Source: an optimization exercise on an open RTL-to-GDS flow (aim: small area). Production flows keep margins and buffers that such runs may drop.
RTL that was checked went through simulation tests only; none was proved equivalent to the original.
For runs 2 and 3, only the layout was checked, not whether the RTL still works.
No activity file was given, so power comes from the tool's default toggle rates.

[flow/flow/run.sh]
#!/bin/bash
set -euo pipefail
here=$(pwd)
export BUFFER_PORTS_ARGS="-buffer_cell sky130_fd_sc_hd__buf_1"
export CTS_ARGS="-sink_clustering_enable -repair_clock_nets -dont_use_dummy_load -buf_list sky130_fd_sc_hd__clkbuf_8 -sink_clustering_size 16 -sink_clustering_max_diameter 80"
export RECOVER_POWER=100
export POST_GLOBAL_ROUTE_TCL="$here/flow/post_grt.tcl"
bash standard.sh > standard.log 2>&1
[flow/flow/post_grt.tcl]
# after power recovery: fix any slew / capacitance limit it broke, and any
# setup path it slowed too far, then legalize and reroute what changed
global_route -start_incremental
repair_design -slew_margin $::env(SLEW_MARGIN) -cap_margin $::env(CAP_MARGIN)
repair_timing -setup -setup_margin 0.05 -repair_tns 100
detailed_placement
global_route -end_incremental
estimate_parasitics -global_routing
report_check_types -max_slew -max_capacitance -violators
report_worst_slack -max
[flow/standard.sh]
#!/bin/bash
# synth_recipe.tcl (not shown) runs the flow's synth.tcl, then flattens the netlist and writes it again
# the make line also repeats each setting of config.mk as NAME=value (left out here)
make -C /OpenROAD-flow-scripts/flow DESIGN_CONFIG=/design/flow/config.mk WORK_HOME=/design/flow/orfs CLKGATE_MAP_FILE= SYNTH_SCRIPT=/design/flow/synth_recipe.tcl "${@:-finish}"
[flow/config.mk]
export PLATFORM = sky130hd
export DESIGN_NAME = requant_top
export DESIGN_NICKNAME = requant_top
export VERILOG_FILES = /design/flow/design.v
export SDC_FILE = /design/flow/constraint.sdc
export NUM_CORES = 4
export LEC_CHECK = 0
export CAP_MARGIN = 20
export CORE_MARGIN = 2
export CORE_UTILIZATION = 40
export GPL_TIMING_DRIVEN = 0
export SLEW_MARGIN = 20
export SYNTH_HIERARCHICAL = 1
[flow/constraint.sdc]
create_clock -name core_clock -period 6.5 [get_ports {clk}]
set_input_delay 1.3000 -clock core_clock [delete_from_list [all_inputs] [get_ports {clk}]]
set_output_delay 1.3000 -clock core_clock [all_outputs]
set_load 0.01 [all_outputs]
[flow/design.v]
package requant_pkg;
    localparam int ACC_W   = 22;
    localparam int MANT_W  = 9;
    localparam int PROD_W  = 2 * MANT_W;
    localparam int ACT_W   = 8;
    localparam int SHIFT_W = 5;
    typedef logic signed [ACC_W-1:0] acc_t;
    typedef logic signed [MANT_W-1:0] mant_t;
    typedef logic signed [PROD_W-1:0] prod_t;
    typedef logic signed [ACT_W-1:0] act_t;
    typedef logic [SHIFT_W-1:0] shift_t;
    typedef enum logic [1:0] {
        WIN_13 = 2'd0,
        WIN_8  = 2'd1,
        WIN_5  = 2'd2,
        WIN_3  = 2'd3
    } win_lo_t;
    localparam act_t ACT_MAX = 8'sh7f;
    localparam act_t ACT_MIN = 8'sh80;
endpackage
`timescale 1ns/1ps
module rq_fa (
    input  logic a,
    input  logic b,
    input  logic ci,
    output logic s,
    output logic co
);
    assign s  = a ^ b ^ ci;
    assign co = (a & b) | (a & ci) | (b & ci);
endmodule
`timescale 1ns/1ps
import requant_pkg::*;
module scale_table
#(
    parameter int DN     = 6,
    parameter int GROUPS = 4
) (
    input  logic                        clk,
    input  logic                        rst_n,
    input  logic                        scale_we,
    input  logic [$clog2(GROUPS)-1:0]   scale_addr,
    input  logic [DN*MANT_W-1:0]        scale_wdata,
    input  logic [$clog2(GROUPS)-1:0]   grp,
    output logic [DN*MANT_W-1:0]        rd_scale,
    output logic                        rd_zero
);
    localparam int WW = DN * MANT_W;
    logic [GROUPS*WW-1:0] mem;
    logic [GROUPS-1:0]    wr_seen;
    for (genvar g = 0; g < GROUPS; g++) begin : g_word
        always_ff @(posedge clk) begin
            if (scale_we && scale_addr == g) begin
                mem[g*WW +: WW] <= scale_wdata;
            end
        end
        always_ff @(posedge clk or negedge rst_n) begin
            if (!rst_n) begin
                wr_seen[g] <= 1'b0;
            end else if (scale_we && scale_addr == g) begin
                wr_seen[g] <= 1'b1;
            end
        end
    end
    assign rd_scale = mem[grp*WW +: WW];
    assign rd_zero  = !wr_seen[grp];
endmodule
`timescale 1ns/1ps
import requant_pkg::*;
module requant_top
#(
    parameter int DN     = 6,
    parameter int GROUPS = 4
) (
    input  logic                        clk,
    input  logic                        rst_n,
    input  logic [DN*ACC_W-1:0]         acc_data,
    input  logic                        acc_valid,
    input  logic [$clog2(GROUPS)-1:0]   grp,
    input  logic [SHIFT_W-1:0]          n,
    input  logic                        relu_en,
    input  logic                        scale_we,
    input  logic [$clog2(GROUPS)-1:0]   scale_addr,
    input  logic [DN*MANT_W-1:0]        scale_wdata,
    output logic [DN*ACT_W-1:0]         act_data,
    output logic                        act_valid
);
    logic [DN*MANT_W-1:0] rd_scale;
    logic                 rd_zero;
    scale_table #(
        .DN          (DN),
        .GROUPS      (GROUPS)
    ) u_scale_table (
        .clk         (clk),
        .rst_n       (rst_n),
        .scale_we    (scale_we),
        .scale_addr  (scale_addr),
        .scale_wdata (scale_wdata),
        .grp         (grp),
        .rd_scale    (rd_scale),
        .rd_zero     (rd_zero)
    );
    logic relu_q;
    logic zero_q;
    always_ff @(posedge clk) begin
        relu_q <= relu_en;
        zero_q <= rd_zero;
    end
    for (genvar i = 0; i < DN; i++) begin : g_lane
        logic [ACC_W-1:0]   a;
        logic [MANT_W-1:0]  scl;
        logic               run16, run13, run11;
        logic [MANT_W-1:0]  win;
        logic [SHIFT_W-1:0] lo;
        logic [PROD_W-1:0]  prod;
        logic [PROD_W-1:0]  prod_q;
        logic [SHIFT_W-1:0] sh_q;
        assign a   = acc_data[i*ACC_W +: ACC_W];
        assign scl = rd_scale[i*MANT_W +: MANT_W];
        always_comb begin
            run16 = (a[ACC_W-1:16] == {6{a[ACC_W-1]}});
            run13 = (a[ACC_W-1:13] == {9{a[ACC_W-1]}});
            run11 = (a[ACC_W-1:11] == {11{a[ACC_W-1]}});
            if (!run16) begin
                lo  = 5'd13;
                win = a[21:13];
            end else if (!run13) begin
                lo  = 5'd8;
                win = a[16:8];
            end else if (!run11) begin
                lo  = 5'd5;
                win = a[13:5];
            end else begin
                lo  = 5'd3;
                win = a[11:3];
            end
        end
        logic ppn_0_0;
        logic ppn_0_1;
        logic ppn_0_2;
        logic ppn_0_3;
        logic ppn_0_4;
        logic ppn_0_5;
        logic ppn_0_6;
        logic ppn_0_7;
        logic ppn_0_8;
        logic ppn_1_0;
        logic ppn_1_1;
        logic ppn_1_2;
        logic ppn_1_3;
        logic ppn_1_4;
        logic ppn_1_5;
        logic ppn_1_6;
        logic ppn_1_7;
        logic ppn_1_8;
        logic ppn_2_0;
        logic ppn_2_1;
        logic ppn_2_2;
        logic ppn_2_3;
        logic ppn_2_4;
        logic ppn_2_5;
        logic ppn_2_6;
        logic ppn_2_7;
        logic ppn_2_8;
        logic ppn_3_0;
        logic ppn_3_1;
        logic ppn_3_2;
        logic ppn_3_3;
        logic ppn_3_4;
        logic ppn_3_5;
        logic ppn_3_6;
        logic ppn_3_7;
        logic ppn_3_8;
        logic ppn_4_0;
        logic ppn_4_1;
        logic ppn_4_2;
        logic ppn_4_3;
        logic ppn_4_4;
        logic ppn_4_5;
        logic ppn_4_6;
        logic ppn_4_7;
        logic ppn_4_8;
        logic ppn_5_0;
        logic ppn_5_1;
        logic ppn_5_2;
        logic ppn_5_3;
        logic ppn_5_4;
        logic ppn_5_5;
        logic ppn_5_6;
        logic ppn_5_7;
        logic ppn_5_8;
        logic ppn_6_0;
        logic ppn_6_1;
        logic ppn_6_2;
        logic ppn_6_3;
        logic ppn_6_4;
        logic ppn_6_5;
        logic ppn_6_6;
        logic ppn_6_7;
        logic ppn_6_8;
        logic ppn_7_0;
        logic ppn_7_1;
        logic ppn_7_2;
        logic ppn_7_3;
        logic ppn_7_4;
        logic ppn_7_5;
        logic ppn_7_6;
        logic ppn_7_7;
        logic ppn_7_8;
        logic ppn_8_0;
        logic ppn_8_1;
        logic ppn_8_2;
        logic ppn_8_3;
        logic ppn_8_4;
        logic ppn_8_5;
        logic ppn_8_6;
        logic ppn_8_7;
        logic ppn_8_8;
        logic ts0;
        logic tc0;
        logic ts1;
        logic tc1;
        logic ts2;
        logic tc2;
        logic ts3;
        logic tc3;
        logic ts4;
        logic tc4;
        logic ts5;
        logic tc5;
        logic ts6;
        logic tc6;
        logic ts7;
        logic tc7;
        logic ts8;
        logic tc8;
        logic ts9;
        logic tc9;
        logic ts10;
        logic tc10;
        logic ts11;
        logic tc11;
        logic ts12;
        logic tc12;
        logic ts13;
        logic tc13;
        logic ts14;
        logic tc14;
        logic ts15;
        logic tc15;
        logic ts16;
        logic tc16;
        logic ts17;
        logic tc17;
        logic ts18;
        logic tc18;
        logic ts19;
        logic tc19;
        logic ts20;
        logic tc20;
        logic ts21;
        logic tc21;
        logic ts22;
        logic tc22;
        logic ts23;
        logic tc23;
        logic ts24;
        logic tc24;
        logic ts25;
        logic tc25;
        logic ts26;
        logic tc26;
        logic ts27;
        logic tc27;
        logic ts28;
        logic tc28;
        logic ts29;
        logic tc29;
        logic ts30;
        logic tc30;
        logic ts31;
        logic tc31;
        logic ts32;
        logic tc32;
        logic ts33;
        logic tc33;
        logic ts34;
        logic tc34;
        logic ts35;
        logic tc35;
        logic ts36;
        logic tc36;
        logic ts37;
        logic tc37;
        logic ts38;
        logic tc38;
        logic ts39;
        logic tc39;
        logic ts40;
        logic tc40;
        logic ts41;
        logic tc41;
        logic ts42;
        logic tc42;
        logic ts43;
        logic tc43;
        logic ts44;
        logic tc44;
        logic ts45;
        logic tc45;
        logic ts46;
        logic tc46;
        logic ts47;
        logic tc47;
        logic ts48;
        logic tc48;
        logic ts49;
        logic tc49;
        logic ts50;
        logic tc50;
        logic ts51;
        logic tc51;
        logic ts52;
        logic tc52;
        logic ts53;
        logic tc53;
        logic ts54;
        logic tc54;
        logic ts55;
        logic tc55;
        logic [17:0] r0n, r1n;
        assign ppn_0_0 = ~(win[0] & scl[0]);
        assign ppn_0_1 = ~(win[0] & scl[1]);
        assign ppn_0_2 = ~(win[0] & scl[2]);
        assign ppn_0_3 = ~(win[0] & scl[3]);
        assign ppn_0_4 = ~(win[0] & scl[4]);
        assign ppn_0_5 = ~(win[0] & scl[5]);
        assign ppn_0_6 = ~(win[0] & scl[6]);
        assign ppn_0_7 = ~(win[0] & scl[7]);
        assign ppn_0_8 = win[0] & scl[8];
        assign ppn_1_0 = ~(win[1] & scl[0]);
        assign ppn_1_1 = ~(win[1] & scl[1]);
        assign ppn_1_2 = ~(win[1] & scl[2]);
        assign ppn_1_3 = ~(win[1] & scl[3]);
        assign ppn_1_4 = ~(win[1] & scl[4]);
        assign ppn_1_5 = ~(win[1] & scl[5]);
        assign ppn_1_6 = ~(win[1] & scl[6]);
        assign ppn_1_7 = ~(win[1] & scl[7]);
        assign ppn_1_8 = win[1] & scl[8];
        assign ppn_2_0 = ~(win[2] & scl[0]);
        assign ppn_2_1 = ~(win[2] & scl[1]);
        assign ppn_2_2 = ~(win[2] & scl[2]);
        assign ppn_2_3 = ~(win[2] & scl[3]);
        assign ppn_2_4 = ~(win[2] & scl[4]);
        assign ppn_2_5 = ~(win[2] & scl[5]);
        assign ppn_2_6 = ~(win[2] & scl[6]);
        assign ppn_2_7 = ~(win[2] & scl[7]);
        assign ppn_2_8 = win[2] & scl[8];
        assign ppn_3_0 = ~(win[3] & scl[0]);
        assign ppn_3_1 = ~(win[3] & scl[1]);
        assign ppn_3_2 = ~(win[3] & scl[2]);
        assign ppn_3_3 = ~(win[3] & scl[3]);
        assign ppn_3_4 = ~(win[3] & scl[4]);
        assign ppn_3_5 = ~(win[3] & scl[5]);
        assign ppn_3_6 = ~(win[3] & scl[6]);
        assign ppn_3_7 = ~(win[3] & scl[7]);
        assign ppn_3_8 = win[3] & scl[8];
        assign ppn_4_0 = ~(win[4] & scl[0]);
        assign ppn_4_1 = ~(win[4] & scl[1]);
        assign ppn_4_2 = ~(win[4] & scl[2]);
        assign ppn_4_3 = ~(win[4] & scl[3]);
        assign ppn_4_4 = ~(win[4] & scl[4]);
        assign ppn_4_5 = ~(win[4] & scl[5]);
        assign ppn_4_6 = ~(win[4] & scl[6]);
        assign ppn_4_7 = ~(win[4] & scl[7]);
        assign ppn_4_8 = win[4] & scl[8];
        assign ppn_5_0 = ~(win[5] & scl[0]);
        assign ppn_5_1 = ~(win[5] & scl[1]);
        assign ppn_5_2 = ~(win[5] & scl[2]);
        assign ppn_5_3 = ~(win[5] & scl[3]);
        assign ppn_5_4 = ~(win[5] & scl[4]);
        assign ppn_5_5 = ~(win[5] & scl[5]);
        assign ppn_5_6 = ~(win[5] & scl[6]);
        assign ppn_5_7 = ~(win[5] & scl[7]);
        assign ppn_5_8 = win[5] & scl[8];
        assign ppn_6_0 = ~(win[6] & scl[0]);
        assign ppn_6_1 = ~(win[6] & scl[1]);
        assign ppn_6_2 = ~(win[6] & scl[2]);
        assign ppn_6_3 = ~(win[6] & scl[3]);
        assign ppn_6_4 = ~(win[6] & scl[4]);
        assign ppn_6_5 = ~(win[6] & scl[5]);
        assign ppn_6_6 = ~(win[6] & scl[6]);
        assign ppn_6_7 = ~(win[6] & scl[7]);
        assign ppn_6_8 = win[6] & scl[8];
        assign ppn_7_0 = ~(win[7] & scl[0]);
        assign ppn_7_1 = ~(win[7] & scl[1]);
        assign ppn_7_2 = ~(win[7] & scl[2]);
        assign ppn_7_3 = ~(win[7] & scl[3]);
        assign ppn_7_4 = ~(win[7] & scl[4]);
        assign ppn_7_5 = ~(win[7] & scl[5]);
        assign ppn_7_6 = ~(win[7] & scl[6]);
        assign ppn_7_7 = ~(win[7] & scl[7]);
        assign ppn_7_8 = win[7] & scl[8];
        assign ppn_8_0 = win[8] & scl[0];
        assign ppn_8_1 = win[8] & scl[1];
        assign ppn_8_2 = win[8] & scl[2];
        assign ppn_8_3 = win[8] & scl[3];
        assign ppn_8_4 = win[8] & scl[4];
        assign ppn_8_5 = win[8] & scl[5];
        assign ppn_8_6 = win[8] & scl[6];
        assign ppn_8_7 = win[8] & scl[7];
        assign ppn_8_8 = ~(win[8] & scl[8]);
        rq_fa u_fa0 (.a(ppn_0_6), .b(ppn_1_5), .ci(1'b1), .s(ts0), .co(tc0));
        rq_fa u_fa1 (.a(ppn_0_7), .b(ppn_1_6), .ci(ppn_2_5), .s(ts1), .co(tc1));
        rq_fa u_fa2 (.a(ppn_3_4), .b(ppn_4_3), .ci(1'b1), .s(ts2), .co(tc2));
        rq_fa u_fa3 (.a(ppn_0_8), .b(ppn_1_7), .ci(ppn_2_6), .s(ts3), .co(tc3));
        rq_fa u_fa4 (.a(ppn_3_5), .b(ppn_4_4), .ci(ppn_5_3), .s(ts4), .co(tc4));
        rq_fa u_fa5 (.a(ppn_6_2), .b(ppn_7_1), .ci(1'b1), .s(ts5), .co(tc5));
        rq_fa u_fa6 (.a(ppn_1_8), .b(ppn_2_7), .ci(ppn_3_6), .s(ts6), .co(tc6));
        rq_fa u_fa7 (.a(ppn_4_5), .b(ppn_5_4), .ci(ppn_6_3), .s(ts7), .co(tc7));
        rq_fa u_fa8 (.a(ppn_7_2), .b(ppn_8_1), .ci(1'b0), .s(ts8), .co(tc8));
        rq_fa u_fa9 (.a(ppn_2_8), .b(ppn_3_7), .ci(ppn_4_6), .s(ts9), .co(tc9));
        rq_fa u_fa10 (.a(ppn_5_5), .b(ppn_6_4), .ci(ppn_7_3), .s(ts10), .co(tc10));
        rq_fa u_fa11 (.a(ppn_3_8), .b(ppn_4_7), .ci(ppn_5_6), .s(ts11), .co(tc11));
        rq_fa u_fa12 (.a(ppn_0_4), .b(ppn_1_3), .ci(1'b1), .s(ts12), .co(tc12));
        rq_fa u_fa13 (.a(ppn_0_5), .b(ppn_1_4), .ci(ppn_2_3), .s(ts13), .co(tc13));
        rq_fa u_fa14 (.a(ppn_3_2), .b(ppn_4_1), .ci(1'b1), .s(ts14), .co(tc14));
        rq_fa u_fa15 (.a(ppn_2_4), .b(ppn_3_3), .ci(ppn_4_2), .s(ts15), .co(tc15));
        rq_fa u_fa16 (.a(ppn_5_1), .b(ppn_6_0), .ci(ts0), .s(ts16), .co(tc16));
        rq_fa u_fa17 (.a(ppn_5_2), .b(ppn_6_1), .ci(ppn_7_0), .s(ts17), .co(tc17));
        rq_fa u_fa18 (.a(tc0), .b(ts1), .ci(ts2), .s(ts18), .co(tc18));
        rq_fa u_fa19 (.a(ppn_8_0), .b(tc1), .ci(tc2), .s(ts19), .co(tc19));
        rq_fa u_fa20 (.a(ts3), .b(ts4), .ci(ts5), .s(ts20), .co(tc20));
        rq_fa u_fa21 (.a(tc3), .b(tc4), .ci(tc5), .s(ts21), .co(tc21));
        rq_fa u_fa22 (.a(ts6), .b(ts7), .ci(ts8), .s(ts22), .co(tc22));
        rq_fa u_fa23 (.a(ppn_8_2), .b(tc6), .ci(tc7), .s(ts23), .co(tc23));
        rq_fa u_fa24 (.a(tc8), .b(ts9), .ci(ts10), .s(ts24), .co(tc24));
        rq_fa u_fa25 (.a(ppn_6_5), .b(ppn_7_4), .ci(ppn_8_3), .s(ts25), .co(tc25));
        rq_fa u_fa26 (.a(tc9), .b(tc10), .ci(ts11), .s(ts26), .co(tc26));
        rq_fa u_fa27 (.a(ppn_4_8), .b(ppn_5_7), .ci(ppn_6_6), .s(ts27), .co(tc27));
        rq_fa u_fa28 (.a(ppn_7_5), .b(ppn_8_4), .ci(tc11), .s(ts28), .co(tc28));
        rq_fa u_fa29 (.a(ppn_5_8), .b(ppn_6_7), .ci(ppn_7_6), .s(ts29), .co(tc29));
        rq_fa u_fa30 (.a(ppn_0_3), .b(ppn_1_2), .ci(1'b1), .s(ts30), .co(tc30));
        rq_fa u_fa31 (.a(ppn_2_2), .b(ppn_3_1), .ci(ppn_4_0), .s(ts31), .co(tc31));
        rq_fa u_fa32 (.a(ppn_5_0), .b(tc12), .ci(ts13), .s(ts32), .co(tc32));
        rq_fa u_fa33 (.a(tc13), .b(tc14), .ci(ts15), .s(ts33), .co(tc33));
        rq_fa u_fa34 (.a(tc15), .b(tc16), .ci(ts17), .s(ts34), .co(tc34));
        rq_fa u_fa35 (.a(tc17), .b(tc18), .ci(ts19), .s(ts35), .co(tc35));
        rq_fa u_fa36 (.a(tc19), .b(tc20), .ci(ts21), .s(ts36), .co(tc36));
        rq_fa u_fa37 (.a(tc21), .b(tc22), .ci(ts23), .s(ts37), .co(tc37));
        rq_fa u_fa38 (.a(tc23), .b(tc24), .ci(ts25), .s(ts38), .co(tc38));
        rq_fa u_fa39 (.a(tc25), .b(tc26), .ci(ts27), .s(ts39), .co(tc39));
        rq_fa u_fa40 (.a(ppn_8_5), .b(tc27), .ci(tc28), .s(ts40), .co(tc40));
        rq_fa u_fa41 (.a(ppn_6_8), .b(ppn_7_7), .ci(ppn_8_6), .s(ts41), .co(tc41));
        rq_fa u_fa42 (.a(ppn_0_2), .b(ppn_1_1), .ci(1'b1), .s(ts42), .co(tc42));
        rq_fa u_fa43 (.a(ppn_2_1), .b(ppn_3_0), .ci(ts30), .s(ts43), .co(tc43));
        rq_fa u_fa44 (.a(ts12), .b(tc30), .ci(ts31), .s(ts44), .co(tc44));
        rq_fa u_fa45 (.a(ts14), .b(tc31), .ci(ts32), .s(ts45), .co(tc45));
        rq_fa u_fa46 (.a(ts16), .b(tc32), .ci(ts33), .s(ts46), .co(tc46));
        rq_fa u_fa47 (.a(ts18), .b(tc33), .ci(ts34), .s(ts47), .co(tc47));
        rq_fa u_fa48 (.a(ts20), .b(tc34), .ci(ts35), .s(ts48), .co(tc48));
        rq_fa u_fa49 (.a(ts22), .b(tc35), .ci(ts36), .s(ts49), .co(tc49));
        rq_fa u_fa50 (.a(ts24), .b(tc36), .ci(ts37), .s(ts50), .co(tc50));
        rq_fa u_fa51 (.a(ts26), .b(tc37), .ci(ts38), .s(ts51), .co(tc51));
        rq_fa u_fa52 (.a(ts28), .b(tc38), .ci(ts39), .s(ts52), .co(tc52));
        rq_fa u_fa53 (.a(ts29), .b(tc39), .ci(ts40), .s(ts53), .co(tc53));
        rq_fa u_fa54 (.a(tc29), .b(tc40), .ci(ts41), .s(ts54), .co(tc54));
        rq_fa u_fa55 (.a(ppn_7_8), .b(ppn_8_7), .ci(tc41), .s(ts55), .co(tc55));
        assign r0n = {1'b0, ppn_8_8, tc54, tc53, tc52, tc51, tc50, tc49, tc48, tc47, tc46, tc45, tc44, tc43, tc42, ppn_2_0, ppn_0_1, ppn_0_0};
        assign r1n = {1'b1, tc55, ts55, ts54, ts53, ts52, ts51, ts50, ts49, ts48, ts47, ts46, ts45, ts44, ts43, ts42, ppn_1_0, 1'b1};
        assign prod = ~(r0n + r1n + 18'd1);
        always_ff @(posedge clk) begin
            prod_q <= prod;
            sh_q   <= n - lo;
        end
        logic               sgn;
        logic [26:0]        e;
        logic [23:0]        s4;
        logic [14:0]        s3;
        logic [10:0]        s2;
        logic [8:0]         s1;
        logic [7:0]         s0;
        logic [7:0]         f8;
        logic               g;
        logic               fits;
        logic [18:8]        run;
        logic [7:0]         cy;
        logic               p01, p23, p45, p0123;
        logic               zero;
        logic [ACT_W-1:0]   res;
        always_comb begin
            sgn = prod_q[PROD_W-1];
            e   = {{8{sgn}}, prod_q, 1'b0};
            for (int k = 0; k < 24; k++) s4[k] = (sh_q[4] && k < 10) ? e[k+16] : e[k];
            for (int k = 0; k < 15; k++) s3[k] = sh_q[3] ? s4[k+8] : s4[k];
            for (int k = 0; k < 11; k++) s2[k] = sh_q[2] ? s3[k+4] : s3[k];
            for (int k = 0; k < 9;  k++) s1[k] = sh_q[1] ? s2[k+2] : s2[k];
            for (int k = 0; k < 8;  k++) s0[k] = sh_q[0] ? s1[k+1] : s1[k];
            g  = s0[0];
            f8 = {sgn, s0[7:1]};
            run[18] = 1'b1;
            for (int k = 17; k >= 8; k--) begin
                run[k] = run[k+1] & (e[k] == sgn);
            end
            fits = (sh_q >= 5'd11) ? 1'b1 : run[sh_q + 5'd8];
            zero = (sh_q >= 5'd18) || zero_q || (relu_q && sgn);
            p01   = f8[0] & f8[1];
            p23   = f8[2] & f8[3];
            p45   = f8[4] & f8[5];
            p0123 = p01 & p23;
            cy[0] = g;
            cy[1] = g & f8[0];
            cy[2] = g & p01;
            cy[3] = g & p01 & f8[2];
            cy[4] = g & p0123;
            cy[5] = g & p0123 & f8[4];
            cy[6] = g & p0123 & p45;
            cy[7] = g & p0123 & p45 & f8[6];
            if (zero) begin
                res = '0;
            end else if (!fits || (cy[7] && !f8[7])) begin
                res = sgn ? ACT_MIN : ACT_MAX;
            end else begin
                res = f8 ^ cy;
            end
        end
        assign act_data[i*ACT_W +: ACT_W] = res;
    end
    always_ff @(posedge clk or negedge rst_n) begin
        if (!rst_n) begin
            act_valid <= 1'b0;
        end else begin
            act_valid <= acc_valid;
        end
    end
endmodule
==> results.py, run 1 <==
metrics = {
    "route": {
        "dr.pass1.iters": 5,
        "via_per_inst": 5.47,
        "post_drt_wl_per_cell_um": 18.9,
        "drt-total-wl_um": 88900,
        "ant_nets": 0,
        "route.detailed.drc": 0,
        "drtIter0Drc": 1496,
        "vias": 25700,
    },
    "synthesis": {
        "synth_cell_types": 101,
        "synth_area_sq_um": 34100,
        "yosys-top-cells-area": "fa_1 20%, edfxtp_1 19%, dfxtp_1 8.2%, ha_1 6.2%, nand2_1 5.8%",
        "synth_edf_count": 216,
        "synth_area_per_cell_sq_um": 10.5,
        "synthCells": 3233,
        "synth_top_area_frac": 0.204,
        "async_reset_ff_frac": 0.0139,
        "yosysWarnings": 86,
        "synth_area_leader_cell": "fa_1",
        "synth_seq_cells": 361,
        "yosysSeqAreaShare": 0.276,
        "ys.flop_type": "edfxtp_1",
    },
    "timing": {
        "worst_clock_skew_ns": 0.0749,
        "setup_tns_ns": 0,
        "setup_viol": 0,
        "hold_slack_ns": 0.471,
        "fin_crit_ns": 6.31,
        "final_hold_viol_count": 0,
        "fmax_ghz": 0.159,
        "max-slew-margin-rel": 0.244,
        "tightestPinTransition_ns": 1.13,
        "period_share": 0.970,
        "slew_violations": 0,
    },
    "grt": {
        "grt_overflow": 0,
        "grt_pass1_vias": 25600,
        "grt_util_met2": 0.321,
        "antenna_found_initial": 33,
        "grt_pass1_wl_um": 139000,
        "grt_max_degree": 37,
        "top_usage_layer": "met2",
        "use_met1": 0.275,
        "grt_usage": 0.200,
        "met3_usage": 0.0393,
    },
    "power": {
        "leakage_nw": 14.1,
        "p_total_mw": 14.9,
        "peakVddDrop_v": 0.000216,
        "p_per_area_nw_per_um2": 399,
    },
    "flow_run": {
        "cap_violations": 0,
    },
    "worst_hold_path": {
        "hp-class": "in -> async",
    },
    "layout": {
        "multi_input_area_sq_um": 23700,
        "regArea_sq_um": 9420,
        "final_nets": 4262,
        "finalInstanceArea_sq_um": 37200,
        "n_fill_cell": 8206,
        "synthToLayoutAreaGrowth_pct": 9.17,
        "final_common_cell": "nand2_1",
        "final_util": 0.439,
        "layout-drive-gt1-share": 0.101,
        "layout_common_cells": "522 x nand2_1, 348 x fa_1, 271 x buf_1",
    },
    "clocking": {
        "cts.repair.resized": 1,
        "clk_path_buf_depth": 3,
        "cts_buffers": 28,
        "cts.htree.levels": 1,
        "cts_tree": "done",
        "cts_hold_buf": 0,
        "cts_root_buf": "clkbuf_8",
        "post-cts-setup-buffers": 0,
        "clkLatencyLatePin_ns": 0.67,
        "clkTransAtPathRegs_ns": 0.10,
        "cts_sinks": 361,
    },
    "critical_path": {
        "worstPathArrival_ns": 6.84,
        "worst-r2r-cell-count": 15,
        "endpoint": "g_lane[3].prod_q[17]",
        "crit_type": "in -> reg",
        "start_kind": "primary input",
        "crit_fanout": 9,
        "cp-startpoint": "acc_data[87]",
        "crit_path_end_kind": "register",
        "r2r-end": "g_lane[5].prod_q[15]",
        "r2r_slack_ns": 1.42,
        "timing.rr.start": "u_scale_table.mem[105]",
        "required_ns": 7.04,
    },
    "floorplanning": {
        "die_x_um": 296,
        "die_y_um": 296,
        "start_util": 0.402,
        "rows": 107,
        "die_area_sq_um": 87600,
        "coreArea_sq_um": 84700,
        "io_pins": 249,
    },
    "placed_design": {
        "io_buffers": 226,
        "place_congestion": 0.909,
        "placed_area_sq_um": 36700,
        "dp_hpwl_um": 68800,
    },
    "outcome": {
        "status": "timing/DRC/antenna clean",
    },
}
## per-module statistics from Yosys (local to each module, per instance), a selection
module       cell area, sq um  copies in the design  flip-flops and latches
requant_top             19300                     1                     141
rq_fa                    20.0                   336                       0
## worst min-delay path by stage
stage	start	to	slack [ns]
after detailed placement	u_scale_table.wr_seen[1]	u_scale_table.wr_seen[1]	0.45
after CTS	rst_n	u_scale_table.wr_seen[0]	0.42
final	rst_n	u_scale_table.wr_seen[0]	0.47
after global placement	u_scale_table.wr_seen[3]	u_scale_table.wr_seen[3]	0.44
after floorplan	u_scale_table.wr_seen[1]	u_scale_table.wr_seen[1]	0.43
## cell type report
| class | instances | share of cell area |
|---|---|---|
| plain buffers | 169 | 0.0229 |
| multi-input cells | 2628 | 0.637 |
| flip-flops and latches | 361 | 0.253 |
| clock buffers | 28 | 0.0104 |
| inverters | 117 | 0.0121 |
| diodes | 14 | 0.000941 |
| repair buffers | 241 | 0.0257 |
| well taps | 1144 | 0.0385 |
## power breakdown
group	total, mW	switching (mW)	internal (mW)
Clock	1.08	0.702	0.383
Sequential	3.39	0.393	3.00
Combinational	10.4	5.68	4.70
Total	14.9	6.77	8.08
## worst max-delay path, cell delays in order
cell	delay [ns]
clkbuf_1	0.15
or4_1	0.63
o32ai_4	0.41
and2_4	0.28
nand2_2	0.17
o221a_2	0.37
and2_1	0.20
fa_1	0.52
fa_1	0.46
fa_1	0.55
fa_1	0.42
ha_1	0.33
o21ai_0	0.17
nand2b_1	0.09
and2_1	0.20
nand2_1	0.08
nor2_1	0.04
a211oi_1	0.33
o21ai_0	0.16
## through the flow
step	setup slack (ns)	std cells
after floorplan	0.0646	3279
after global placement	-3.06	4649
after detailed placement	-0.785	4661
after CTS	0.0460	4689
final	0.193	4702
## Yosys cell counts (36+ instances only)
master    instances
o21ai_0         105
edfxtp_1        216
and2_1          123
nand3_1          40
mux2i_1         129
buf_1            56
mux2_2           78
ha_1            168
o211ai_1         45
a21oi_1         140
dfxtp_1         140
nor2b_1          37
xnor2_1          51
buf_2            58
xor2_1           62
clkbuf_1         41
fa_1            348
nand2_1         524
inv_1           104
nor2_1          141
mux4_2           81
a31oi_1          36
a21o_1           36
## per-layer routing
metal | routed length, um | part of all wire
met4 | 2040 | 0.023
met1 | 39400 | 0.44
met3 | 6070 | 0.068
met5 | 258 | 0.0029
met2 | 41100 | 0.46
## logic make-up after synthesis
family	after synthesis	synth area share
and+or+nand+nor	1044	0.144
buffers and inverters	291	0.0389
other	2	0.000220
adders and majority gates	516	0.266
DFF	361	0.276
muxes	298	0.123
xor gates and xnor gates	113	0.0290
AOI/OAI and AO/OA	608	0.123
## flip-flops by register name (all words and copies together), names as in the netlist
| register | count |
|---|---|
| act_valid | 1 |
| u_scale_table.wr_seen | 4 |
| u_scale_table.mem | 216 |
| zero_q | 1 |
| relu_q | 1 |
| g_lane.prod_q | 108 |
| g_lane.sh_q | 30 |
==> run 2, diff against run 1 <==
--- a/flow/design.v
+++ b/flow/design.v
@@ -62,8 +62,27 @@
             end
         end
     end
-    assign rd_scale = mem[grp*WW +: WW];
-    assign rd_zero  = !wr_seen[grp];
+    logic [GROUPS-1:0] rd_sel;
+    always_comb begin
+        for (int g = 0; g < GROUPS; g++) begin
+            rd_sel[g] = (grp == g);
+        end
+    end
+    for (genvar b = 0; b < WW; b++) begin : g_rd
+        rq_sel4 u_sel (
+            .d ({mem[3*WW + b], mem[2*WW + b], mem[WW + b], mem[b]}),
+            .s (rd_sel),
+            .y (rd_scale[b])
+        );
+    end
+    assign rd_zero = !wr_seen[grp];
+endmodule
+module rq_sel4 (
+    input  logic [3:0] d,
+    input  logic [3:0] s,
+    output logic       y
+);
+    assign y = (d[0] & s[0]) | (d[1] & s[1]) | (d[2] & s[2]) | (d[3] & s[3]);
 endmodule
 `timescale 1ns/1ps
 import requant_pkg::*;
==> flow/flow/run.sh (replaced) <==
#!/bin/bash
set -euo pipefail
here=$(pwd)
export BUFFER_PORTS_ARGS="-buffer_cell sky130_fd_sc_hd__buf_1"
export CTS_ARGS="-sink_clustering_enable -repair_clock_nets -dont_use_dummy_load -buf_list sky130_fd_sc_hd__clkbuf_8 -sink_clustering_size 12 -sink_clustering_max_diameter 60"
export RECOVER_POWER=100
export POST_GLOBAL_ROUTE_TCL="$here/flow/post_grt.tcl"
bash standard.sh > standard.log 2>&1
==> results.py, run 2 <==
metrics = {
    "outcome": {
        "status": "timing/DRC/antenna clean",
    },
    "grt": {
        "grt_usage": 0.209,
        "grt_pass1_vias": 26400,
        "grt_overflow": 0,
        "antenna_found_initial": 22,
        "grt_pass1_wl_um": 144000,
        "grt_max_degree": 34,
    },
    "route": {
        "post_drt_wl_per_cell_um": 19.0,
        "ant_nets": 0,
        "drt-total-wl_um": 90900,
        "via_per_inst": 5.54,
        "dr.pass1.iters": 5,
        "vias": 26400,
        "drtIter0Drc": 1719,
        "route.detailed.drc": 0,
    },
    "timing": {
        "worst_clock_skew_ns": 0.0951,
        "final_hold_viol_count": 0,
        "period_share": 0.962,
        "tightestPinTransition_ns": 1.04,
        "slew_violations": 0,
        "fin_crit_ns": 6.26,
        "fmax_ghz": 0.160,
        "max-slew-margin-rel": 0.303,
        "setup_viol": 0,
    },
    "critical_path": {
        "r2r_slack_ns": 1.59,
        "timing.rr.start": "u_scale_table.mem[24]",
        "crit_path_cell_trace": "buf_1 -> or4_1 -> nor2_2 -> o22a_1 -> clkbuf_4 -> inv_2 -> nand2_4 -> o221a_2 -> clkbuf_4 -> nand2_1 -> fa_1 -> fa_1 -> fa_1 -> fa_1 -> ha_1 -> a21o_1 -> a221oi_2 -> o21ai_1 -> or4_1 -> and3_1",
        "required_ns": 6.97,
        "worst-r2r-cell-count": 16,
        "path_delay_family": "adder cells",
        "worstPathArrival_ns": 6.73,
        "slowest_delay_ns": 0.58,
        "crit_path_end_kind": "register",
        "start_kind": "primary input",
        "cp_slowest_cell": "fa_1",
        "crit_fanout": 9,
        "crit_top_cell": "fa_1",
        "path_buf_inv": 4,
        "crit_type": "in -> reg",
        "r2r-end": "g_lane[2].prod_q[17]",
    },
    "synthesis": {
        "synthCells": 3341,
        "async_reset_ff_frac": 0.0139,
        "synthAdderAreaFrac": 0.270,
        "synthTopCellsByCount": "567 x nand2_1, 348 x fa_1, 216 x edfxtp_1, 168 x ha_1, 163 x nor2_1",
        "synth_compound_area_frac": 0.147,
        "synth_area_leader_cell": "fa_1",
        "yosys.area_share.simple": 0.155,
        "synth_area_per_cell_sq_um": 10.0,
        "synthMuxAreaShare": 0.0819,
        "synth_top_area_frac": 0.208,
        "ys.flop_type": "edfxtp_1",
        "yosysMostFrequentCell": "nand2_1",
        "synth_area_sq_um": 33500,
        "synth_seq_cells": 361,
        "yosysWarnings": 86,
        "synth_top_family_by_area": "adder cells",
        "synth_edf_count": 216,
        "yosysSeqAreaShare": 0.281,
        "synth_cell_types": 92,
        "synth_xor_area_frac": 0.0311,
        "yosys-top-cells-area": "fa_1 21%, edfxtp_1 19%, dfxtp_1 8.4%, nand2_1 6.3%, ha_1 6.3%",
    },
    "floorplanning": {
        "die_y_um": 294,
        "rows": 106,
        "io_pins": 249,
        "coreArea_sq_um": 83300,
        "die_x_um": 294,
        "die_area_sq_um": 86200,
        "start_util": 0.403,
    },
    "placed_design": {
        "dp_hpwl_um": 68300,
        "place_congestion": 0.926,
        "io_buffers": 229,
    },
    "clocking": {
        "cts_root_buf": "clkbuf_8",
        "cts.repair.resized": 7,
        "clkTransAtPathRegs_ns": 0.08,
        "post-cts-setup-buffers": 0,
        "cts_sinks": 361,
        "cts_buffers": 45,
        "clk_path_buf_depth": 3,
        "cts_hold_buf": 0,
        "cts_tree": "done",
        "clkLatencyLatePin_ns": 0.67,
        "cts.htree.levels": 2,
    },
    "layout": {
        "top_regs": "u_scale_table.mem x216, g_lane.prod_q x108, g_lane.sh_q x30",
        "layout_common_cells": "564 x nand2_1, 348 x fa_1, 276 x buf_1",
        "regMostFlops": "u_scale_table.mem",
        "n_fill_cell": 8088,
        "layout-drive-gt1-share": 0.0860,
        "largest_register_ffs": 216,
        "synthToLayoutAreaGrowth_pct": 10.6,
        "final_util": 0.445,
        "final_common_cell": "nand2_1",
        "final_nets": 4402,
    },
    "power": {
        "p_total_mw": 14.7,
        "leakage_nw": 14.0,
        "p_per_area_nw_per_um2": 397,
        "peakVddDrop_v": 0.000219,
    },
    "flow_run": {
        "cap_violations": 0,
    },
    "worst_hold_path": {
        "hp-class": "in -> async",
    },
}
[run 2: changes by cell type after synthesis, moves of 17 or more]
| cell | before | now |
|---|---|---|
| a22oi_1 | 0 | 111 |
| nor2_1 | 141 | 163 |
| nor3_1 | 17 | 44 |
| o211ai_1 | 45 | 28 |
| mux4_2 | 81 | 27 |
| nand2_1 | 524 | 567 |
[run 2: layer usage]
layer | vias up | track usage | share of wire
li1 | 12500 | - | -
met1 | 13000 | 0.285 | 0.45
met2 | 685 | 0.336 | 0.46
met3 | 158 | 0.0343 | 0.058
met4 | 18 | 0.0769 | 0.035
met5 | - | 0 | 0.0014
[run 2: worst max path at each step]
stage	from	to	slack [ns]	depth (start not counted)
after floorplan	grp[0]	g_lane[5].prod_q[15]	0.07	17
after global placement	scale_we	u_scale_table.wr_seen[0]	-3.24	3
after detailed placement	acc_data[61]	g_lane[2].prod_q[17]	-0.85	19
after CTS	acc_data[61]	g_lane[2].prod_q[17]	-0.002	18
final	acc_data[126]	g_lane[5].prod_q[15]	0.24	20
[run 2: cells by family after synthesis]
| logic type | after synthesis |
|---|---|
| DFF | 361 |
| xor gates and xnor gates | 119 |
| muxes | 231 |
| and+or+nand+nor | 1119 |
| adders and majority gates | 516 |
| buffers and inverters | 276 |
| other | 2 |
| AOI/OAI and AO/OA | 717 |
[run 2: per-module statistics from Yosys (local to each module, per instance), excerpt]
module / flops+latches / cells inside
rq_fa: 0 / 1
rq_sel4: 0 / 3
requant_top: 141 / 2608
[run 2: through the flow]
step / cell area [sq um] / setup WS [ns] / cells / hold WS [ns] / TNS, ns
2_1_floorplan: 33700 / 0.0695 / 3387 / 0.434 / 0
3_3_place_gp: 35900 / -3.24 / 4696 / 0.448 / -267.96
3_5_place_dp: 36200 / -0.853 / 4713 / 0.458 / -20.26
4_1_cts: 36900 / -0.00180 / 4759 / 0.409 / -0.00180
6_report: 37100 / 0.244 / 4774 / 0.459 / 0
[run 2: worst register-to-register path, cell delays in order (launching register included)]
cell	delay (ns)
edfxtp_1	0.33
a22oi_1	0.09
nand2_1	0.12
buf_1	0.39
nand2_1	0.15
fa_1	0.53
fa_1	0.40
fa_1	0.54
fa_1	0.43
ha_1	0.37
a21o_1	0.20
a21o_1	0.18
a21oi_2	0.17
o21ai_1	0.12
or3_1	0.35
a21boi_1	0.22
o21ai_0	0.13
[run 2: layout make-up]
type	count	area, sq um	area share
diodes	10	25.0	0.000675
plain buffers	155	702	0.0189
inverters	117	439	0.0118
flip-flops and latches	361	9410	0.254
well taps	1080	1350	0.0364
multi-input cells	2753	23400	0.632
repair buffers	253	1100	0.0297
clock buffers	45	619	0.0167
[run 2: power by group]
part,internal (mW),total (mW),switching (mW)
Sequential,2.99,3.42,0.423
Clock,0.609,1.37,0.763
Combinational,4.45,9.95,5.50
Total,8.05,14.7,6.68
==> run 3, diff against run 2 <==
==> flow/flow/run.sh (replaced) <==
#!/bin/bash
set -euo pipefail
here=$(pwd)
export BUFFER_PORTS_ARGS="-buffer_cell sky130_fd_sc_hd__buf_1"
export CTS_ARGS="-sink_clustering_enable -repair_clock_nets -dont_use_dummy_load -buf_list sky130_fd_sc_hd__clkbuf_4 -sink_clustering_size 10 -sink_clustering_max_diameter 50"
export RECOVER_POWER=100
export POST_GLOBAL_ROUTE_TCL="$here/flow/post_grt.tcl"
bash standard.sh > standard.log 2>&1
==> results.py, run 3 <==
metrics = {
    "outcome": {
        "status": "timing/DRC/antenna clean",
    },
    "route": {
        "vias": 26400,
        "ant_nets": 0,
        "dr.pass1.iters": 5,
        "route.detailed.drc": 0,
        "via_per_inst": 5.52,
        "drtIter0Drc": 1694,
        "post_drt_wl_per_cell_um": 19.0,
        "drt-total-wl_um": 90800,
    },
    "clocking": {
        "cts.htree.levels": 2,
        "cts_root_buf": "clkbuf_4",
        "cts_sinks": 361,
        "post-cts-setup-buffers": 0,
        "cts_hold_buf": 0,
        "clkTransAtPathRegs_ns": 0.10,
        "cts_buffers": 51,
        "clk_path_buf_depth": 3,
        "clkLatencyLatePin_ns": 0.84,
        "cts_tree": "done",
        "cts.repair.resized": 0,
    },
    "layout": {
        "final_common_cell": "nand2_1",
        "final_util": 0.441,
        "synthToLayoutAreaGrowth_pct": 9.60,
        "n_fill_cell": 8137,
        "largest_register_ffs": 216,
        "regMostFlops": "u_scale_table.mem",
        "layout-drive-gt1-share": 0.0832,
        "final_nets": 4410,
        "layout_common_cells": "566 x nand2_1, 348 x fa_1, 276 x buf_1",
        "top_regs": "u_scale_table.mem x216, g_lane.prod_q x108, g_lane.sh_q x30",
    },
    "timing": {
        "final_hold_viol_count": 0,
        "hold_slack_ns": 0.289,
        "period_share": 0.957,
        "max-slew-margin-rel": 0.311,
        "fmax_ghz": 0.161,
        "fin_crit_ns": 6.22,
        "setup_ws_ns": 0.279,
        "tightestPinTransition_ns": 1.03,
        "setup_viol": 0,
        "worst_clock_skew_ns": 0.122,
        "slew_violations": 0,
    },
    "critical_path": {
        "path_delay_family": "adder cells",
        "crit_top_cell": "fa_1",
        "cp_slowest_cell": "or4_1",
        "crit_fanout": 10,
        "required_ns": 7.13,
        "worstPathArrival_ns": 6.85,
        "start_kind": "primary input",
        "crit_path_cell_trace": "buf_1 -> or4_1 -> nand2_1 -> buf_2 -> o21ai_0 -> o21ai_4 -> nand2_1 -> fa_1 -> fa_1 -> fa_1 -> fa_1 -> ha_1 -> a21o_1 -> a21o_1 -> a21oi_1 -> o21ai_1 -> or3_1 -> a21boi_1 -> o21ai_0",
        "slowest_delay_ns": 0.60,
        "path_buf_inv": 2,
        "crit_path_end_kind": "register",
        "crit_type": "in -> reg",
    },
    "floorplanning": {
        "coreArea_sq_um": 83300,
        "die_y_um": 294,
        "io_pins": 249,
        "die_area_sq_um": 86200,
        "die_x_um": 294,
        "rows": 106,
        "start_util": 0.403,
    },
    "synthesis": {
        "synth_area_per_cell_sq_um": 10.0,
        "synth_edf_count": 216,
        "synth_top_family_by_area": "adder cells",
        "yosys-top-cells-area": "fa_1 21%, edfxtp_1 19%, dfxtp_1 8.4%, nand2_1 6.3%, ha_1 6.3%",
        "yosysSeqAreaShare": 0.281,
        "synth_compound_area_frac": 0.147,
        "ys.flop_type": "edfxtp_1",
        "synth_area_leader_cell": "fa_1",
        "synthMuxAreaShare": 0.0819,
        "async_reset_ff_frac": 0.0139,
        "synth_seq_cells": 361,
        "synth_top_area_frac": 0.208,
        "synthCells": 3341,
        "yosys.area_share.simple": 0.155,
        "synth_area_sq_um": 33500,
        "yosysWarnings": 86,
        "synth_xor_area_frac": 0.0311,
        "synthAdderAreaFrac": 0.270,
        "synthTopCellsByCount": "567 x nand2_1, 348 x fa_1, 216 x edfxtp_1, 168 x ha_1, 163 x nor2_1",
        "yosysMostFrequentCell": "nand2_1",
        "synth_cell_types": 92,
    },
    "placed_design": {
        "pre_cts_ws_ns": -0.853,
        "io_buffers": 229,
        "place_congestion": 0.926,
        "dp_hpwl_um": 68300,
    },
    "grt": {
        "grt_overflow": 0,
        "grt_usage": 0.208,
        "grt_util_met2": 0.334,
        "grt_pass1_wl_um": 144000,
        "grt_max_degree": 55,
        "met3_usage": 0.0344,
        "top_usage_layer": "met2",
        "grt_pass1_vias": 26400,
        "use_met1": 0.283,
        "antenna_found_initial": 23,
    },
    "power": {
        "leakage_nw": 13.9,
        "peakVddDrop_v": 0.000219,
        "p_per_area_nw_per_um2": 391,
    },
    "worst_hold_path": {
        "hp-class": "in -> async",
    },
    "flow_run": {
        "cap_violations": 0,
    },
}
run 3: cell counts after synthesis:
Identical to the previous run, type by type.
run 3: final timing paths:
path / startpoint / end / slack (ns) / cells after the start
min: rst_n / u_scale_table.wr_seen[3] / 0.29 / 1
max reg2reg: u_scale_table.mem[24] / g_lane[2].prod_q[17] / 1.49 / 16
min in group core_clock: u_scale_table.wr_seen[3] / u_scale_table.wr_seen[3] / 0.47 / 1
max: acc_data[65] / g_lane[2].prod_q[17] / 0.28 / 19
max in group asynchronous: rst_n / u_scale_table.wr_seen[0] / 6.01 / 1
min reg2reg: u_scale_table.wr_seen[3] / u_scale_table.wr_seen[3] / 0.47 / 1
run 3: layout make-up:
cell class	instances	area, sq um	area share
multi-input combinational	2753	23300	0.635
sequential	361	9410	0.256
tap	1080	1350	0.0368
timing repair buffer	252	1090	0.0297
buffer	158	697	0.0190
inverter	117	439	0.0119
clock buffer	51	383	0.0104
antenna	11	27.5	0.000749
run 3: modules after synthesis (local to each module, per instance), a selection:
module / area, sq um / cells / copies in the design / flops+latches
requant_top: 19100 / 2608 / 1 / 141
rq_fa: 20.0 / 1 / 336 / 0
rq_sel4: 18.8 / 3 / 54 / 0
run 3: report_power, final:
part	internal [mW]	total [mW]	leakage, nW	switching [mW]
combinational	4.41	9.90	10.4	5.49
clock	0.356	1.07	0.235	0.718
sequential	2.99	3.41	3.21	0.421
total	7.76	14.4	13.9	6.63
run 3: layer usage:
layer | wire length, um | up-vias
li1 | - | 12600
met5 | 108 | -
met2 | 41500 | 700
met1 | 40900 | 13000
met4 | 3050 | 16
met3 | 5240 | 156
run 3: cells by family (layout without fill, tap and decap cells):
family / count (synthesis) / after routing
AOI/OAI and AO/OA: 717 / 717
and+or+nand+nor: 1119 / 1122
DFF: 361 / 361
other: 2 / 59
muxes: 231 / 231
adders and majority gates: 516 / 516
xor gates and xnor gates: 119 / 119
buffers and inverters: 276 / 578
run 3: through the flow:
step	total power, mW	instance area, sq um	cells	TNS, ns
floorplan	11.0	33700	3387	0
global placement	13.1	35900	4696	-267.96
CTS	14.4	36600	4764	0
finish	14.4	36800	4783	0
detailed placement	13.3	36200	4713	-20.26
==> run 4, diff against run 3 <==
--- a/flow/design.v
+++ b/flow/design.v
@@ -62,27 +62,8 @@
             end
         end
     end
-    logic [GROUPS-1:0] rd_sel;
-    always_comb begin
-        for (int g = 0; g < GROUPS; g++) begin
-            rd_sel[g] = (grp == g);
-        end
-    end
-    for (genvar b = 0; b < WW; b++) begin : g_rd
-        rq_sel4 u_sel (
-            .d ({mem[3*WW + b], mem[2*WW + b], mem[WW + b], mem[b]}),
-            .s (rd_sel),
-            .y (rd_scale[b])
-        );
-    end
-    assign rd_zero = !wr_seen[grp];
-endmodule
-module rq_sel4 (
-    input  logic [3:0] d,
-    input  logic [3:0] s,
-    output logic       y
-);
-    assign y = (d[0] & s[0]) | (d[1] & s[1]) | (d[2] & s[2]) | (d[3] & s[3]);
+    assign rd_scale = mem[grp*WW +: WW];
+    assign rd_zero  = !wr_seen[grp];
 endmodule
 `timescale 1ns/1ps
 import requant_pkg::*;
==> flow/flow/run.sh (replaced) <==
#!/bin/bash
# Standard ORFS layout with two changes: ports are buffered with the smallest
# buffer instead of a delay cell, and after global-route timing repair the
# non-critical cells are downsized again (ORFS power recovery), followed by a
# design repair so no slew or capacitance limit is left broken.
set -euo pipefail
here=$(pwd)
export BUFFER_PORTS_ARGS="-buffer_cell sky130_fd_sc_hd__buf_1"
export RECOVER_POWER=100
export POST_GLOBAL_ROUTE_TCL="$here/flow/post_grt.tcl"
bash standard.sh > standard.log 2>&1
==> flow/flow/post_grt.tcl (replaced) <==
# after power recovery: fix any slew / capacitance limit it broke
global_route -start_incremental
repair_design -slew_margin $::env(SLEW_MARGIN) -cap_margin $::env(CAP_MARGIN)
detailed_placement
global_route -end_incremental
estimate_parasitics -global_routing
report_check_types -max_slew -max_capacitance -violators
report_worst_slack -max
==> results.py, run 4 <==
metrics = {
    "outcome": {
        "status": "timing/DRC/antenna clean",
    },
    "clocking": {
        "cts_root_buf": "clkbuf_16",
        "clkTransAtPathRegs_ns": 0.06,
        "clk_path_buf_depth": 3,
        "cts_sinks": 361,
        "cts_tree": "done",
        "post-cts-setup-buffers": 0,
        "cts_buffers": 40,
        "cts_hold_buf": 0,
        "cts.repair.resized": 2,
        "clkLatencyLatePin_ns": 0.56,
        "cts.htree.levels": 2,
    },
    "layout": {
        "layout-drive-gt1-share": 0.111,
        "top_regs": "u_scale_table.mem x216, g_lane.prod_q x108, g_lane.sh_q x30",
        "n_fill_cell": 8134,
        "largest_register_ffs": 216,
        "final_common_cell": "nand2_1",
        "layout_common_cells": "521 x nand2_1, 348 x fa_1, 272 x buf_1",
        "synthToLayoutAreaGrowth_pct": 12.2,
        "regMostFlops": "u_scale_table.mem",
        "final_nets": 4277,
    },
    "synthesis": {
        "synth_xor_area_frac": 0.0290,
        "synth_top_family_by_area": "adder cells",
        "async_reset_ff_frac": 0.0139,
        "synthAdderAreaFrac": 0.266,
        "yosysWarnings": 86,
        "yosysMostFrequentCell": "nand2_1",
        "ys.flop_type": "edfxtp_1",
        "yosysSeqAreaShare": 0.276,
        "yosys-top-cells-area": "fa_1 20%, edfxtp_1 19%, dfxtp_1 8.2%, ha_1 6.2%, nand2_1 5.8%",
        "synth_area_leader_cell": "fa_1",
        "synthMuxAreaShare": 0.123,
        "synth_top_area_frac": 0.204,
        "yosys.area_share.simple": 0.144,
        "synth_area_sq_um": 34100,
        "synth_area_per_cell_sq_um": 10.5,
        "synth_compound_area_frac": 0.123,
        "synthTopCellsByCount": "524 x nand2_1, 348 x fa_1, 216 x edfxtp_1, 168 x ha_1, 141 x nor2_1",
        "synth_edf_count": 216,
        "synth_cell_types": 101,
        "synthCells": 3233,
        "synth_seq_cells": 361,
    },
    "route": {
        "drt-total-wl_um": 89200,
        "vias": 25900,
        "wl_met3_um": 6160,
        "ant_nets": 0,
        "wl_met1_um": 39400,
        "dr.pass1.iters": 7,
        "drtIter0Drc": 1449,
        "post_drt_wl_per_cell_um": 18.8,
        "highest-signal-layer": "met5",
        "via_per_inst": 5.44,
        "route.detailed.drc": 0,
        "met2WireLength_um": 41200,
    },
    "placed_design": {
        "io_buffers": 226,
        "dp_hpwl_um": 68800,
        "pre_cts_ws_ns": -0.785,
        "place_congestion": 0.909,
    },
    "floorplanning": {
        "die_area_sq_um": 87600,
        "die_y_um": 296,
        "start_util": 0.402,
        "io_pins": 249,
        "die_x_um": 296,
        "rows": 107,
        "coreArea_sq_um": 84700,
    },
    "worst_hold_path": {
        "min_from": "u_scale_table.wr_seen[1]",
        "hp-class": "reg -> reg",
    },
    "timing": {
        "slew_violations": 0,
        "worst_clock_skew_ns": 0.0159,
        "setup_ws_ns": 0.172,
        "period_share": 0.974,
        "max-slew-margin-rel": 0.271,
        "tightestPinTransition_ns": 1.09,
        "final_hold_viol_count": 0,
        "fin_crit_ns": 6.33,
        "setup_tns_ns": 0,
        "setup_viol": 0,
        "fmax_ghz": 0.158,
    },
    "critical_path": {
        "required_ns": 6.93,
        "worstPathArrival_ns": 6.76,
        "r2r_slack_ns": 1.48,
        "crit_path_end_kind": "register",
        "cp-startpoint": "acc_data[87]",
        "crit_fanout": 9,
        "start_kind": "primary input",
        "timing.rr.start": "u_scale_table.mem[51]",
        "crit_type": "in -> reg",
    },
    "power": {
        "p_per_area_nw_per_um2": 421,
        "peakVddDrop_v": 0.000221,
        "leakage_nw": 14.5,
    },
    "grt": {
        "grt_pass1_wl_um": 140000,
        "grt_usage": 0.202,
        "antenna_found_initial": 33,
        "grt_max_degree": 37,
        "grt_overflow": 0,
        "grt_pass1_vias": 25800,
    },
    "flow_run": {
        "cap_violations": 0,
    },
}
==> run 4: stage by stage <==
stage	std cells	util	hold slack (ns)	area, sq um	power, mW
6_report	4751	0.451	0.461	38300	16.1
4_1_cts	4735	0.449	0.461	38100	16.1
3_5_place_dp	4661	0.433	0.446	36700	13.7
3_3_place_gp	4649	0.431	0.443	36500	13.6
2_1_floorplan	3279	-	0.430	34300	11.5
==> run 4: cell families (layout without fill, tap and decap cells) <==
kind of cell               count (synthesis)  count (layout)
AOI/OAI and AO/OA                        608             608
xor gates and xnor gates                 113             113
adders and majority gates                516             516
buffers and inverters                    291             604
DFF                                      361             361
muxes                                    298             299
other                                      2              62
and+or+nand+nor                         1044            1044
==> run 4: area by class of cell <==
type	instances	area [sq um]	share of cell area
diodes	14	35.0	0.000916
well taps	1144	1430	0.0374
plain buffers	168	858	0.0224
multi-input cells	2628	23700	0.621
clock buffers	55	1120	0.0293
inverters	117	449	0.0117
flip-flops and latches	361	9420	0.246
clock inverters	19	218	0.00569
repair buffers	245	987	0.0258
==> run 4: per-layer routing <==
metal | track usage | up-vias
met1 | 0.277 | 12800
met3 | 0.0405 | 148
met2 | 0.322 | 693
met5 | 0 | -
li1 | - | 12200
met4 | 0.0650 | 38
==> run 4: report_power, final <==
part           leakage, nW  internal, mW  switching, mW
Combinational         10.7          4.71           5.68
Clock                0.638          1.37          0.924
Sequential            3.21          3.01          0.390
==> run 4: final timing paths <==
path,depth (start not counted),to
worst min-delay path,1,u_scale_table.wr_seen[1]
worst max-delay path,19,g_lane[3].prod_q[17]
min in group asynchronous,1,u_scale_table.wr_seen[3]
max in group asynchronous,1,u_scale_table.wr_seen[2]
worst min register to register,1,u_scale_table.wr_seen[1]
worst max register to register,15,g_lane[5].prod_q[15]
==> run 4: modules after synthesis, one instance, submodules excluded, a selection <==
module / cells inside / area (sq um) / flip-flops and latches / times used
requant_top: 2600 / 19300 / 141 / 1
rq_fa: 1 / 20.0 / 0 / 336
==> run 4: worst max-delay path, stage by stage <==
cell	delay [ns]
clkbuf_1	0.15
or4_4	0.59
o32ai_4	0.38
and2_4	0.26
nand2_2	0.16
o221a_2	0.37
and2_1	0.20
fa_1	0.51
fa_1	0.46
fa_1	0.54
fa_1	0.42
ha_1	0.33
o21ai_0	0.17
nand2b_1	0.09
and2_1	0.20
nand2_1	0.08
nor2_1	0.04
a211oi_1	0.33
o21ai_0	0.16

==> afterwards: timing with drivers on the ports <==
The results above use ideal ports. As a check the final layouts listed here were re-extracted and re-timed, cells and wires unchanged. Step 1 assumes that a clkbuf_16 drives the clock port and a buf_2 every other input. Step 2 times the ports against the registers' clock, not the clock port: input delays grow and output delays shrink by t, the midpoint of the rising clock arrivals with the driver on. a / b / c = ideal / step 1 / step 2; a / b = the first two.
run	shift t [ns]	setup WS [ns]	hold slack, ns	worst data-port slew with drivers (ns)	pins driven straight from the clock port
run 1	0.692	0.193 / 0.234 / -0.458	0.471 / 0.434 / 0.472	0.14	1
run 2	0.682	0.244 / 0.292 / -0.391	0.459 / 0.412 / 0.468	0.14	1
run 3	0.847	0.279 / 0.328 / -0.519	0.289 / 0.244 / 0.474	0.15	1
run 4	0.627	0.172 / 0.220 / -0.408	0.461 / 0.461 / 0.461	0.14	1
With both steps, setup timing fails in every run listed, where it was met with ideal ports. For run 3, which loses most, drivers alone change the setup slack by +0.049 ns; drivers and shift together by -0.798 ns.
